From an optimization exercise on the open Yosys and OpenROAD flow, aimed at small area and a short achievable clock period; shortcuts taken in it are not production practice.
RTL that was checked went through simulation tests only; none was proved equivalent to the original.
Power figures rest on the tool's default switching activity, not on a simulated workload.

==> inputs of build 74 <==
==> flow/design.v <==
`timescale 1ns/1ns
`default_nettype none
module frontend_top (
    input  logic        clk,
    input  logic        rst_n,
    input  logic        inst_valid,
    input  logic [31:0] inst,
    input  logic [31:0] inst_pc,
    output logic        inst_ready,
    output logic        iss_valid,
    output logic [31:0] iss_pc,
    output logic [5:0]  iss_rob_idx,
    output logic [5:0]  iss_rd_p,
    output logic [5:0]  iss_rs1_p,
    output logic [5:0]  iss_rs2_p,
    output logic        iss_rs1_ready,
    output logic        iss_rs2_ready,
    output logic [1:0]  iss_fu,
    output logic [3:0]  iss_alu_op,
    output logic [31:0] iss_imm,
    output logic        iss_alu_src,
    output logic        iss_mem_read,
    output logic        iss_mem_write,
    output logic        iss_reg_write,
    output logic [1:0]  iss_mem_size,
    input  logic        iss_ready
);
    logic [6:0] opc;
    logic       c_r, c_i, c_l, c_s, c_u;
    assign opc = inst[6:0];
    assign c_r = (opc == 7'b0110011);
    assign c_i = (opc == 7'b0010011);
    assign c_l = (opc == 7'b0000011);
    assign c_s = (opc == 7'b0100011);
    assign c_u = (opc == 7'b0110111);
    logic        dv;
    logic        advance;
    logic        alloc;
    logic        enq;
    logic        iq_full;
    logic [5:0]  cnt;            
    typedef struct packed {
        logic [31:0] pc;
        logic [6:0]  f;
        logic [5:0]  a;
        logic [5:0]  b;
        logic [4:0]  lo;
        logic [3:0]  k;
        logic        rd;
    } ent_t;
    logic        in_needs, in_legal;
    logic        dv_n, needs_n, legal_n, full_n, cnt5_n, adv_n;
    logic        fe, pop, fc6;
    logic [3:0] in_k;
    logic [2:0] in_f3;
    logic       in_srai;
    assign in_f3   = inst[14:12];
    assign in_srai = (in_f3 == 3'b101) && (inst[31:26] == 6'b010000);
    always_comb begin
        if (c_l || c_s)
            in_k = {1'b1, c_s, 1'b0, in_f3 != 3'b000};
        else if (c_u)
            in_k = 4'b0101;
        else if (c_i)
            in_k = {2'b01, (in_f3 == 3'b110) ? 2'b10 : (in_srai ? 2'b11 : 2'b00)};
        else
            in_k = {3'b000, inst[31:25] == 7'd0 && in_f3 == 3'b100};
    end
    assign in_legal = c_r | c_i | c_l | c_s | c_u;
    assign in_needs = (c_r | c_i | c_l | c_u) && (inst[11:7] != 5'd0);
    logic nir, ld;
    assign inst_ready = !nir;
    assign dv_n    = ld ? inst_valid : dv;
    assign needs_n = ld ? in_needs : d.rd;
    assign legal_n = ld ? in_legal : d_legal;
    assign full_n  = !pop && (iq_full || (fc6 && enq));
    assign cnt5_n  = cnt[5] || (alloc && (&cnt[4:0]));
    assign adv_n   = dv_n && !full_n && (!cnt5_n || !needs_n);
    always_ff @(posedge clk or negedge rst_n) begin
        if (!rst_n) begin
            dv         <= 1'b0;
            advance    <= 1'b0;
            alloc      <= 1'b0;
            enq        <= 1'b0;
            iq_full    <= 1'b0;
            nir        <= 1'b0;
            ld         <= 1'b1;
        end else begin
            dv         <= dv_n;
            advance    <= adv_n;
            alloc      <= adv_n && needs_n;
            enq        <= adv_n && legal_n;
            iq_full    <= full_n;
            nir        <= dv_n && !adv_n;
            ld         <= !dv_n || adv_n;
        end
    end
    logic [31:0]  rn;            
    logic [159:0] rj_flat;       
    logic [4:0]   d_rd;          
    always_ff @(posedge clk or negedge rst_n) begin
        if (!rst_n)
            cnt <= 6'd0;
        else if (alloc)
            cnt <= cnt + 6'd1;
    end
    assign rn[0]         = 1'b0;     
    assign rj_flat[4:0]  = 5'd0;
    for (genvar g = 1; g < 32; g++) begin : g_rat
        logic       we;
        logic       rn_q;
        logic [4:0] rj_q;
        assign we = alloc && (d_rd == 5'(g));
        always_ff @(posedge clk or negedge rst_n) begin
            if (!rst_n)
                rn_q <= 1'b0;
            else if (we)
                rn_q <= 1'b1;
        end
        always_ff @(posedge clk) begin
            if (we) rj_q <= cnt[4:0];
        end
        assign rn[g]            = rn_q;
        assign rj_flat[g*5 +: 5] = rj_q;
    end
    function automatic logic [5:0] rat_rd(input logic [4:0] r, input logic [31:0] f,
                                         input logic [159:0] t, input logic nr);
        rat_rd = {f[r] && !nr, t[r*5 +: 5]};
    endfunction
    ent_t       d;
    logic       d_legal;
    logic       d_fw1, d_fw2;
    logic [4:0] d_rs1, d_rs2;    
    logic [4:0] last;            
    ent_t       in_e;
    logic [4:0] in_rs1, in_rs2;
    assign in_rs1 = inst[19:15];
    assign in_rs2 = inst[24:20];
    always_ff @(posedge clk) begin
        if (alloc) last <= cnt[4:0];
    end
    always_comb begin
        in_e.pc = inst_pc;
        in_e.f  = (c_r || (c_i && in_srai)) ? 7'd0 : inst[31:25];
        in_e.a  = rat_rd(in_rs1, rn, rj_flat, c_u);
        in_e.b  = rat_rd(in_rs2, rn, rj_flat, !(c_r || c_s));
        if (c_s)
            in_e.lo = inst[11:7];
        else if (c_i || c_l)
            in_e.lo = inst[24:20];
        else if (c_u)
            in_e.lo = {2'b00, in_f3};
        else
            in_e.lo = 5'd0;
        in_e.k  = in_k;
        in_e.rd = in_needs;
    end
    always_ff @(posedge clk) begin
        if (ld) begin
            d       <= in_e;
            d_rd    <= inst[11:7];
            d_rs1   <= in_rs1;
            d_rs2   <= in_rs2;
            d_legal <= in_legal;
            d_fw1   <= alloc && (d_rd == in_rs1) && !c_u;
            d_fw2   <= alloc && (d_rd == in_rs2) && (c_r || c_s);
        end
    end
    ent_t w;
    logic w_useb;                
    assign w_useb = (d.k[3] == d.k[2]) || (!d.k[3] && d.k[2] && d.k[1:0] == 2'b01);
    always_comb begin
        w   = d;
        w.a = d_fw1 ? {1'b1, last} : (d.a[5] ? d.a : {1'b0, d_rs1});
        w.b = !w_useb ? 6'd0 : (d_fw2 ? {1'b1, last} : (d.b[5] ? d.b : {1'b0, d_rs2}));
    end
    logic [60:0] q [7];          
    logic [6:0] wp, rp;          
    logic [2:0] fc;              
    logic       hv;              
    logic       refill, push;
    ent_t       qh;              
    ent_t       nx;              
    assign fc6     = (fc == 3'd6);
    assign refill  = !hv || iss_ready;
    assign pop     = iss_ready && !fe;
    assign push    = enq && !(refill && fe);
    always_comb begin
        qh = '0;
        for (int e = 0; e < 7; e++)
            if (rp[e]) qh = qh | q[e];
    end
    assign nx = fe ? w : qh;
    logic hv_n;
    assign hv_n = (hv && !(iss_ready && fe)) || enq;
    always_ff @(posedge clk or negedge rst_n) begin
        if (!rst_n) begin
            wp <= 7'd1;
            rp <= 7'd1;
            fc <= 3'd0;
            fe <= 1'b1;
            hv <= 1'b0;
        end else begin
            if (push) wp <= {wp[5:0], wp[6]};
            if (pop)  rp <= {rp[5:0], rp[6]};
            if (push && !pop) begin
                fc <= fc + 3'd1;
                fe <= 1'b0;
            end else if (pop && !push) begin
                fc <= fc - 3'd1;
                fe <= (fc == 3'd1);
            end
            hv <= hv_n;
        end
    end
    always_ff @(posedge clk) begin
        for (int e = 0; e < 7; e++)
            if (enq && wp[e]) q[e] <= w;
    end
    logic [5:0] rob;             
    logic       sel;             
    logic [5:0] rob_n;
    logic       sel_n;
    assign rob_n = hv ? rob + {5'd0, iss_rd_p[5]} : rob;
    assign sel_n = hv ? sel ^ !iss_fu[1] : sel;
    always_ff @(posedge clk or negedge rst_n) begin
        if (!rst_n) begin
            rob <= 6'd0;
            sel <= 1'b0;
        end else if (refill) begin
            rob <= rob_n;
            sel <= sel_n;
        end
    end
    logic [2:0] h_op;
    logic       h_msz;
    assign iss_rob_idx  = rob;
    assign iss_alu_op   = {1'b0, h_op};
    assign iss_mem_size = {h_msz, 1'b0};
    always_ff @(posedge clk or negedge rst_n) begin
        if (!rst_n)
            iss_valid <= 1'b0;
        else
            iss_valid <= hv_n;
    end
    logic nu;
    assign nu = !nx.k[3] && nx.k[2] && (nx.k[1:0] == 2'b01);
    always_ff @(posedge clk or negedge rst_n) begin
        if (!rst_n) begin
            iss_pc <= '0;
            iss_rd_p <= '0;
            iss_rs1_p <= '0;
            iss_rs2_p <= '0;
            iss_rs1_ready <= '0;
            iss_rs2_ready <= '0;
            iss_fu <= '0;
            h_op <= '0;
            iss_imm <= '0;
            iss_alu_src <= '0;
            iss_mem_read <= '0;
            iss_mem_write <= '0;
            iss_reg_write <= '0;
            h_msz <= '0;
        end else if (refill) begin
            iss_pc         <= nx.pc;
            iss_rd_p       <= nx.rd ? {1'b1, rob_n[4:0]} : 6'd0;
            iss_rs1_p      <= {nx.a[5], nx.a[4:0] & {5{!nu}}};
            iss_rs2_p      <= {nx.b[5], nx.b[4:0] & {5{!nu}}};
            iss_rs1_ready  <= !nx.a[5];
            iss_rs2_ready  <= !nx.b[5];
            iss_fu         <= nx.k[3] ? 2'd2 : {1'b0, sel_n};
            h_op           <= {nu, (nx.k[3] || nu) ? 2'b00 : nx.k[1:0]};
            iss_imm[31]    <= nx.f[6];
            iss_imm[30:25] <= nu ? nx.f[5:0]  : {6{nx.f[6]}};
            iss_imm[24:20] <= nu ? nx.b[4:0]  : {5{nx.f[6]}};
            iss_imm[19:15] <= nu ? nx.a[4:0]  : {5{nx.f[6]}};
            iss_imm[14:12] <= nu ? nx.lo[2:0] : {3{nx.f[6]}};
            iss_imm[11]    <= !nu && nx.f[6];
            iss_imm[10:5]  <= nu ? 6'd0 : nx.f[5:0];
            iss_imm[4:0]   <= nu ? 5'd0 : nx.lo;
            iss_alu_src    <= nx.k[3] || nx.k[2];
            iss_mem_read   <= nx.k[3] && !nx.k[2];
            iss_mem_write  <= nx.k[3] && nx.k[2];
            iss_reg_write  <= !(nx.k[3] && nx.k[2]);
            h_msz          <= !nx.k[3] || nx.k[0];
                end
    end
endmodule
`default_nettype wire
==> flow/flow/run.sh <==
#!/bin/bash
set -e
export BUFFER_PORTS_ARGS="-buffer_cell sky130_fd_sc_hd__buf_2"
bash standard.sh > standard.log 2>&1
==> flow/standard.sh <==
#!/bin/bash
# synth_recipe.tcl (not shown) runs the flow's synth.tcl, then flattens the netlist and writes it again
# the make line also repeats each setting of config.mk as NAME=value (left out here)
make -C /OpenROAD-flow-scripts/flow DESIGN_CONFIG=/design/flow/config.mk WORK_HOME=/design/flow/orfs CLKGATE_MAP_FILE= SYNTH_SCRIPT=/design/flow/synth_recipe.tcl "${@:-finish}"
==> flow/config.mk <==
export PLATFORM = sky130hd
export DESIGN_NAME = frontend_top
export DESIGN_NICKNAME = frontend_top
export VERILOG_FILES = /design/flow/design.v
export SDC_FILE = /design/flow/constraint.sdc
export NUM_CORES = 4
export LEC_CHECK = 0
export ABC_CLOCK_PERIOD_IN_PS = 2000
export CAP_MARGIN = 20
export CORE_MARGIN = 2
export CORE_UTILIZATION = 55
export CTS_CLUSTER_DIAMETER = 80
export CTS_CLUSTER_SIZE = 30
export SETUP_SLACK_MARGIN = 4.0
export SLEW_MARGIN = 20
==> flow/constraint.sdc <==
create_clock -name core_clock -period 6.5 [get_ports {clk}]
set_input_delay 1.3000 -clock core_clock [delete_from_list [all_inputs] [get_ports {clk}]]
set_output_delay 1.3000 -clock core_clock [all_outputs]
set_load 0.01 [all_outputs]
==> inputs of build 28, as changes to build 74 <==
==> flow/design.v, changed modules only <==
module frontend_top (
    input  logic        clk,
    input  logic        rst_n,
    input  logic        inst_valid,
    input  logic [31:0] inst,
    input  logic [31:0] inst_pc,
    output logic        inst_ready,
    output logic        iss_valid,
    output logic [31:0] iss_pc,
    output logic [5:0]  iss_rob_idx,
    output logic [5:0]  iss_rd_p,
    output logic [5:0]  iss_rs1_p,
    output logic [5:0]  iss_rs2_p,
    output logic        iss_rs1_ready,
    output logic        iss_rs2_ready,
    output logic [1:0]  iss_fu,
    output logic [3:0]  iss_alu_op,
    output logic [31:0] iss_imm,
    output logic        iss_alu_src,
    output logic        iss_mem_read,
    output logic        iss_mem_write,
    output logic        iss_reg_write,
    output logic [1:0]  iss_mem_size,
    input  logic        iss_ready
);
    logic [6:0] opc;
    logic       c_r, c_i, c_l, c_s, c_u;
    assign opc = inst[6:0];
    assign c_r = (opc == 7'b0110011);
    assign c_i = (opc == 7'b0010011);
    assign c_l = (opc == 7'b0000011);
    assign c_s = (opc == 7'b0100011);
    assign c_u = (opc == 7'b0110111);
    logic        dv;
    logic [31:0] d_pc;
    logic [31:7] d_in;           
    logic [3:0]  d_k;            
    logic        d_legal, d_needs;
    logic        advance;
    logic        alloc;
    logic        enq;
    logic        iq_full;
    logic [5:0]  cnt;            
    logic        in_needs, in_legal;
    logic        dv_n, needs_n, legal_n, full_n, cnt5_n, adv_n;
    logic        fe, pop, fc6;
    logic [3:0] in_k;
    logic [2:0] in_f3;
    logic       in_srai;
    assign in_f3   = inst[14:12];
    assign in_srai = (in_f3 == 3'b101) && (inst[31:26] == 6'b010000);
    always_comb begin
        if (c_l || c_s)
            in_k = {1'b1, c_s, 1'b0, in_f3 != 3'b000};
        else if (c_u)
            in_k = 4'b0101;
        else if (c_i)
            in_k = {2'b01, (in_f3 == 3'b110) ? 2'b10 : (in_srai ? 2'b11 : 2'b00)};
        else
            in_k = {3'b000, inst[31:25] == 7'd0 && in_f3 == 3'b100};
    end
    assign in_legal = c_r | c_i | c_l | c_s | c_u;
    assign in_needs = (c_r | c_i | c_l | c_u) && (inst[11:7] != 5'd0);
    logic nir;
    assign inst_ready = !nir;
    assign dv_n    = inst_ready ? inst_valid : dv;
    assign needs_n = inst_ready ? in_needs : d_needs;
    assign legal_n = inst_ready ? in_legal : d_legal;
    assign full_n  = !pop && (iq_full || (fc6 && enq));
    assign cnt5_n  = cnt[5] || (alloc && (&cnt[4:0]));
    assign adv_n   = dv_n && !full_n && (!cnt5_n || !needs_n);
    always_ff @(posedge clk or negedge rst_n) begin
        if (!rst_n) begin
            dv         <= 1'b0;
            advance    <= 1'b0;
            alloc      <= 1'b0;
            enq        <= 1'b0;
            iq_full    <= 1'b0;
            nir        <= 1'b0;
        end else begin
            dv         <= dv_n;
            advance    <= adv_n;
            alloc      <= adv_n && needs_n;
            enq        <= adv_n && legal_n;
            iq_full    <= full_n;
            nir        <= dv_n && !adv_n;
        end
    end
    always_ff @(posedge clk) begin
        if (inst_ready) begin
            d_pc    <= inst_pc;
            d_in    <= inst[31:7];
            d_k     <= in_k;
            d_legal <= in_legal;
            d_needs <= in_needs;
        end
    end
    logic [31:0]  rn;            
    logic [159:0] rj_flat;       
    logic [4:0]   d_rd, d_rs1, d_rs2;
    assign d_rd  = d_in[11:7];
    assign d_rs1 = d_in[19:15];
    assign d_rs2 = d_in[24:20];
    always_ff @(posedge clk or negedge rst_n) begin
        if (!rst_n)
            cnt <= 6'd0;
        else if (alloc)
            cnt <= cnt + 6'd1;
    end
    assign rn[0]         = 1'b0;     
    assign rj_flat[4:0]  = 5'd0;
    for (genvar g = 1; g < 32; g++) begin : g_rat
        logic       we;
        logic       rn_q;
        logic [4:0] rj_q;
        assign we = alloc && (d_rd == 5'(g));
        always_ff @(posedge clk or negedge rst_n) begin
            if (!rst_n)
                rn_q <= 1'b0;
            else if (we)
                rn_q <= 1'b1;
        end
        always_ff @(posedge clk) begin
            if (we) rj_q <= cnt[4:0];
        end
        assign rn[g]            = rn_q;
        assign rj_flat[g*5 +: 5] = rj_q;
    end
    function automatic logic [5:0] rat_rd(input logic [4:0] r, input logic [31:0] f,
                                         input logic [159:0] t);
        rat_rd = f[r] ? {1'b1, t[r*5 +: 5]} : {1'b0, r};
    endfunction
    typedef struct packed {
        logic [31:0] pc;
        logic [6:0]  f;
        logic [5:0]  a;
        logic [5:0]  b;
        logic [4:0]  lo;
        logic [3:0]  k;
        logic        rd;
    } ent_t;
    ent_t       w;
    logic [2:0] d_f3;
    logic       d_r, d_i, d_l, d_s, d_u, d_srai;
    logic [5:0] m1, m2;
    assign d_f3   = d_in[14:12];
    assign d_r    = !d_k[3] && !d_k[2];
    assign d_u    = !d_k[3] && d_k[2] && (d_k[1:0] == 2'b01);
    assign d_i    = !d_k[3] && d_k[2] && (d_k[1:0] != 2'b01);
    assign d_srai = !d_k[3] && d_k[2] && (d_k[1:0] == 2'b11);
    assign d_l    = d_k[3] && !d_k[2];
    assign d_s    = d_k[3] && d_k[2];
    assign m1     = rat_rd(d_rs1, rn, rj_flat);
    assign m2     = rat_rd(d_rs2, rn, rj_flat);
    always_comb begin
        w.pc  = d_pc;
        w.f   = (d_r || d_srai) ? 7'd0 : d_in[31:25];
        w.a   = d_u ? {1'b0, d_rs1} : m1;
        w.b   = (d_r || d_s) ? m2 : (d_u ? {1'b0, d_rs2} : 6'd0);
        if (d_s)
            w.lo = d_in[11:7];
        else if (d_i || d_l)
            w.lo = d_in[24:20];
        else if (d_u)
            w.lo = {2'b00, d_f3};
        else
            w.lo = 5'd0;
        w.k   = d_k;
        w.rd  = d_needs;
    end
    logic [60:0] q [7];          
    logic [6:0] wp, rp;          
    logic [2:0] fc;              
    logic       hv;              
    logic       refill, push;
    ent_t       qh;              
    ent_t       nx;              
    assign fc6     = (fc == 3'd6);
    assign refill  = !hv || iss_ready;
    assign pop     = iss_ready && !fe;
    assign push    = enq && !(refill && fe);
    always_comb begin
        qh = '0;
        for (int e = 0; e < 7; e++)
            if (rp[e]) qh = qh | q[e];
    end
    assign nx = fe ? w : qh;
    always_ff @(posedge clk or negedge rst_n) begin
        if (!rst_n) begin
            wp <= 7'd1;
            rp <= 7'd1;
            fc <= 3'd0;
            fe <= 1'b1;
            hv <= 1'b0;
        end else begin
            if (push) wp <= {wp[5:0], wp[6]};
            if (pop)  rp <= {rp[5:0], rp[6]};
            if (push && !pop) begin
                fc <= fc + 3'd1;
                fe <= 1'b0;
            end else if (pop && !push) begin
                fc <= fc - 3'd1;
                fe <= (fc == 3'd1);
            end
            hv <= (hv && !(iss_ready && fe)) || enq;
        end
    end
    always_ff @(posedge clk) begin
        for (int e = 0; e < 7; e++)
            if (enq && wp[e]) q[e] <= w;
    end
    logic [5:0] rob;             
    logic       sel;             
    logic [5:0] rob_n;
    logic       sel_n;
    assign rob_n = hv ? rob + {5'd0, iss_rd_p[5]} : rob;
    assign sel_n = hv ? sel ^ !iss_fu[1] : sel;
    always_ff @(posedge clk or negedge rst_n) begin
        if (!rst_n) begin
            rob <= 6'd0;
            sel <= 1'b0;
        end else if (refill) begin
            rob <= rob_n;
            sel <= sel_n;
        end
    end
    logic [2:0] h_op;
    logic       h_msz;
    assign iss_rob_idx  = rob;
    assign iss_alu_op   = {1'b0, h_op};
    assign iss_mem_size = {h_msz, 1'b0};
    assign iss_valid   = hv;
    logic nu;
    assign nu = !nx.k[3] && nx.k[2] && (nx.k[1:0] == 2'b01);
    always_ff @(posedge clk or negedge rst_n) begin
        if (!rst_n) begin
            iss_pc <= '0;
            iss_rd_p <= '0;
            iss_rs1_p <= '0;
            iss_rs2_p <= '0;
            iss_rs1_ready <= '0;
            iss_rs2_ready <= '0;
            iss_fu <= '0;
            h_op <= '0;
            iss_imm <= '0;
            iss_alu_src <= '0;
            iss_mem_read <= '0;
            iss_mem_write <= '0;
            iss_reg_write <= '0;
            h_msz <= '0;
        end else if (refill) begin
            iss_pc         <= nx.pc;
            iss_rd_p       <= nx.rd ? {1'b1, rob_n[4:0]} : 6'd0;
            iss_rs1_p      <= {nx.a[5], nx.a[4:0] & {5{!nu}}};
            iss_rs2_p      <= {nx.b[5], nx.b[4:0] & {5{!nu}}};
            iss_rs1_ready  <= !nx.a[5];
            iss_rs2_ready  <= !nx.b[5];
            iss_fu         <= nx.k[3] ? 2'd2 : {1'b0, sel_n};
            h_op           <= {nu, (nx.k[3] || nu) ? 2'b00 : nx.k[1:0]};
            iss_imm[31]    <= nx.f[6];
            iss_imm[30:25] <= nu ? nx.f[5:0]  : {6{nx.f[6]}};
            iss_imm[24:20] <= nu ? nx.b[4:0]  : {5{nx.f[6]}};
            iss_imm[19:15] <= nu ? nx.a[4:0]  : {5{nx.f[6]}};
            iss_imm[14:12] <= nu ? nx.lo[2:0] : {3{nx.f[6]}};
            iss_imm[11]    <= !nu && nx.f[6];
            iss_imm[10:5]  <= nu ? 6'd0 : nx.f[5:0];
            iss_imm[4:0]   <= nu ? 5'd0 : nx.lo;
            iss_alu_src    <= nx.k[3] || nx.k[2];
            iss_mem_read   <= nx.k[3] && !nx.k[2];
            iss_mem_write  <= nx.k[3] && nx.k[2];
            iss_reg_write  <= !(nx.k[3] && nx.k[2]);
            h_msz          <= !nx.k[3] || nx.k[0];
                end
    end
endmodule
==> flow/run.sh (new file) <==
#!/bin/bash
# synth_recipe.tcl (not shown) runs the flow's synth.tcl, then flattens the netlist and writes it again
# the make line also repeats each setting of config.mk as NAME=value (left out here)
make -C /OpenROAD-flow-scripts/flow DESIGN_CONFIG=/design/flow/config.mk WORK_HOME=/design/flow/orfs CLKGATE_MAP_FILE= SYNTH_SCRIPT=/design/flow/synth_recipe.tcl finish
- ABC_CLOCK_PERIOD_IN_PS: 2000 -> 2500
- CTS_CLUSTER_DIAMETER: 80 -> 100
- CTS_CLUSTER_SIZE: 30 -> 25
- SETUP_SLACK_MARGIN: 4.0 -> 4.2
removed: flow/flow/run.sh
removed: flow/standard.sh
==> inputs of trial 13, as changes to build 74 <==
--- a/flow/design.v
+++ b/flow/design.v
@@ -126,10 +126,9 @@
     function automatic logic [5:0] rat_rd(input logic [4:0] r, input logic [31:0] f,
                                          input logic [159:0] t, input logic nr);
-        rat_rd = {f[r] && !nr, t[r*5 +: 5]};
+        rat_rd = (f[r] && !nr) ? {1'b1, t[r*5 +: 5]} : {1'b0, r};
     endfunction
     ent_t       d;
     logic       d_legal;
     logic       d_fw1, d_fw2;
-    logic [4:0] d_rs1, d_rs2;    
     logic [4:0] last;            
     ent_t       in_e;
@@ -160,6 +159,4 @@
             d       <= in_e;
             d_rd    <= inst[11:7];
-            d_rs1   <= in_rs1;
-            d_rs2   <= in_rs2;
             d_legal <= in_legal;
             d_fw1   <= alloc && (d_rd == in_rs1) && !c_u;
@@ -172,6 +169,6 @@
     always_comb begin
         w   = d;
-        w.a = d_fw1 ? {1'b1, last} : (d.a[5] ? d.a : {1'b0, d_rs1});
-        w.b = !w_useb ? 6'd0 : (d_fw2 ? {1'b1, last} : (d.b[5] ? d.b : {1'b0, d_rs2}));
+        w.a = d_fw1 ? {1'b1, last} : d.a;
+        w.b = !w_useb ? 6'd0 : (d_fw2 ? {1'b1, last} : d.b);
     end
     logic [60:0] q [7];          
@@ -192,6 +189,4 @@
     end
     assign nx = fe ? w : qh;
-    logic hv_n;
-    assign hv_n = (hv && !(iss_ready && fe)) || enq;
     always_ff @(posedge clk or negedge rst_n) begin
         if (!rst_n) begin
@@ -211,5 +206,5 @@
                 fe <= (fc == 3'd1);
             end
-            hv <= hv_n;
+            hv <= (hv && !(iss_ready && fe)) || enq;
         end
     end
@@ -238,10 +233,5 @@
     assign iss_alu_op   = {1'b0, h_op};
     assign iss_mem_size = {h_msz, 1'b0};
-    always_ff @(posedge clk or negedge rst_n) begin
-        if (!rst_n)
-            iss_valid <= 1'b0;
-        else
-            iss_valid <= hv_n;
-    end
+    assign iss_valid   = hv;
     logic nu;
     assign nu = !nx.k[3] && nx.k[2] && (nx.k[1:0] == 2'b01);
==> flow/run.sh (new file) <==
#!/bin/bash
# synth_recipe.tcl (not shown) runs the flow's synth.tcl, then flattens the netlist and writes it again
# the make line also repeats each setting of config.mk as NAME=value (left out here)
make -C /OpenROAD-flow-scripts/flow DESIGN_CONFIG=/design/flow/config.mk WORK_HOME=/design/flow/orfs CLKGATE_MAP_FILE= SYNTH_SCRIPT=/design/flow/synth_recipe.tcl finish
- ABC_CLOCK_PERIOD_IN_PS: 2000 -> 2500
- CTS_CLUSTER_DIAMETER: 80 -> 100
- CTS_CLUSTER_SIZE: 30 -> 25
- SETUP_SLACK_MARGIN: 4.0 -> 4.2
removed: flow/flow/run.sh
removed: flow/standard.sh
==> summary.txt <==
Result of the run: build 74 timing/DRC/antenna clean; build 28 timing/DRC/antenna clean; trial 13 timing/DRC/antenna clean
Repair and plain buffers: build 74 238; build 28 354; trial 13 364
Compound-gate portion of the synthesized area: build 74 8.63%; build 28 10.5%; trial 13 9.86%
Kind of end point of the critical path: build 74 output pin; build 28 flop; trial 13 flop
M1 wire length: build 74 33,800 um; build 28 36,200 um; trial 13 36,600 um
Post-detailed-route wirelength per cell: build 74 28.7 um; build 28 29.3 um; trial 13 28.7 um
Count of different cell masters after synthesis: build 74 59; build 28 76; trial 13 72
Met2 Wirelength: build 74 41,500 um; build 28 44,200 um; trial 13 44,500 um
Seq/total area: build 74 66.4%; build 28 62.1%; trial 13 62.2%
# Taps: build 74 773; build 28 765; trial 13 773
Number of antenna violations at the first check in global routing: build 74 2; build 28 1; trial 13 2
Cell area after placement: build 74 34,100 um2; build 28 34,600 um2; trial 13 35,100 um2
Detail Route met3 WL: build 74 5290 um; build 28 6350 um; trial 13 5810 um
DR vias/cell: build 74 6.44; build 28 6.50; trial 13 6.37
Total leakage power: build 74 12.7 nW; build 28 13.4 nW; trial 13 13.8 nW
Std-Cell Rows: build 74 89; build 28 88; trial 13 89
Area of the multi-input gates: build 74 7980 um2; build 28 8860 um2; trial 13 8710 um2
Share of synthesized registers carrying an async set or reset: build 74 19.7%; build 28 20.1%; trial 13 19.9%
Proportion of netlist area held by the largest area contributor: build 74 61.4%; build 28 60.1%; trial 13 60.3%
Post-route worst hold slack: build 74 472 ps; build 28 473 ps; trial 13 484 ps
Combined global-route utilization of all metal layers: build 74 27.2%; build 28 29.6%; trial 13 28.7%
Function not checked in build 28: the RTL went through the layout flow alone.

afterwards: timing with drivers on the ports:
In the flow no input, the clock included, has a driving cell. The finished layouts below were timed again as built, in two steps.
Step 1, drivers: a clkbuf_16 drives clk and a buf_2 each remaining input, both assumed.
Step 2, shift: input delay + t, output delay - t, t = (earliest + latest rising clock arrival at the registers) / 2. This alone moves slack from input paths to output paths.
Slacks: ideal ports / drivers / drivers and shift; pairs: ideal ports / drivers.
run | t, ns | setup WS [ns] | hold WS [ns] | clock arrival spread, ns
build 74 | 0.659 | 3.990 / 3.840 / 3.181 | 0.472 / 0.472 / 0.472 | 0.032 / 0.032
build 28 | 0.647 | 3.705 / 3.705 / 3.491 | 0.473 / 0.473 / 0.473 | 0.026 / 0.025
trial 13 | 0.651 | 3.773 / 3.527 / 2.876 | 0.484 / 0.484 / 0.484 | 0.032 / 0.032
After both steps every run listed still meets setup and hold. The setup slack of trial 13, which loses most, moves by -0.246 ns with the drivers and by -0.897 ns with both steps.
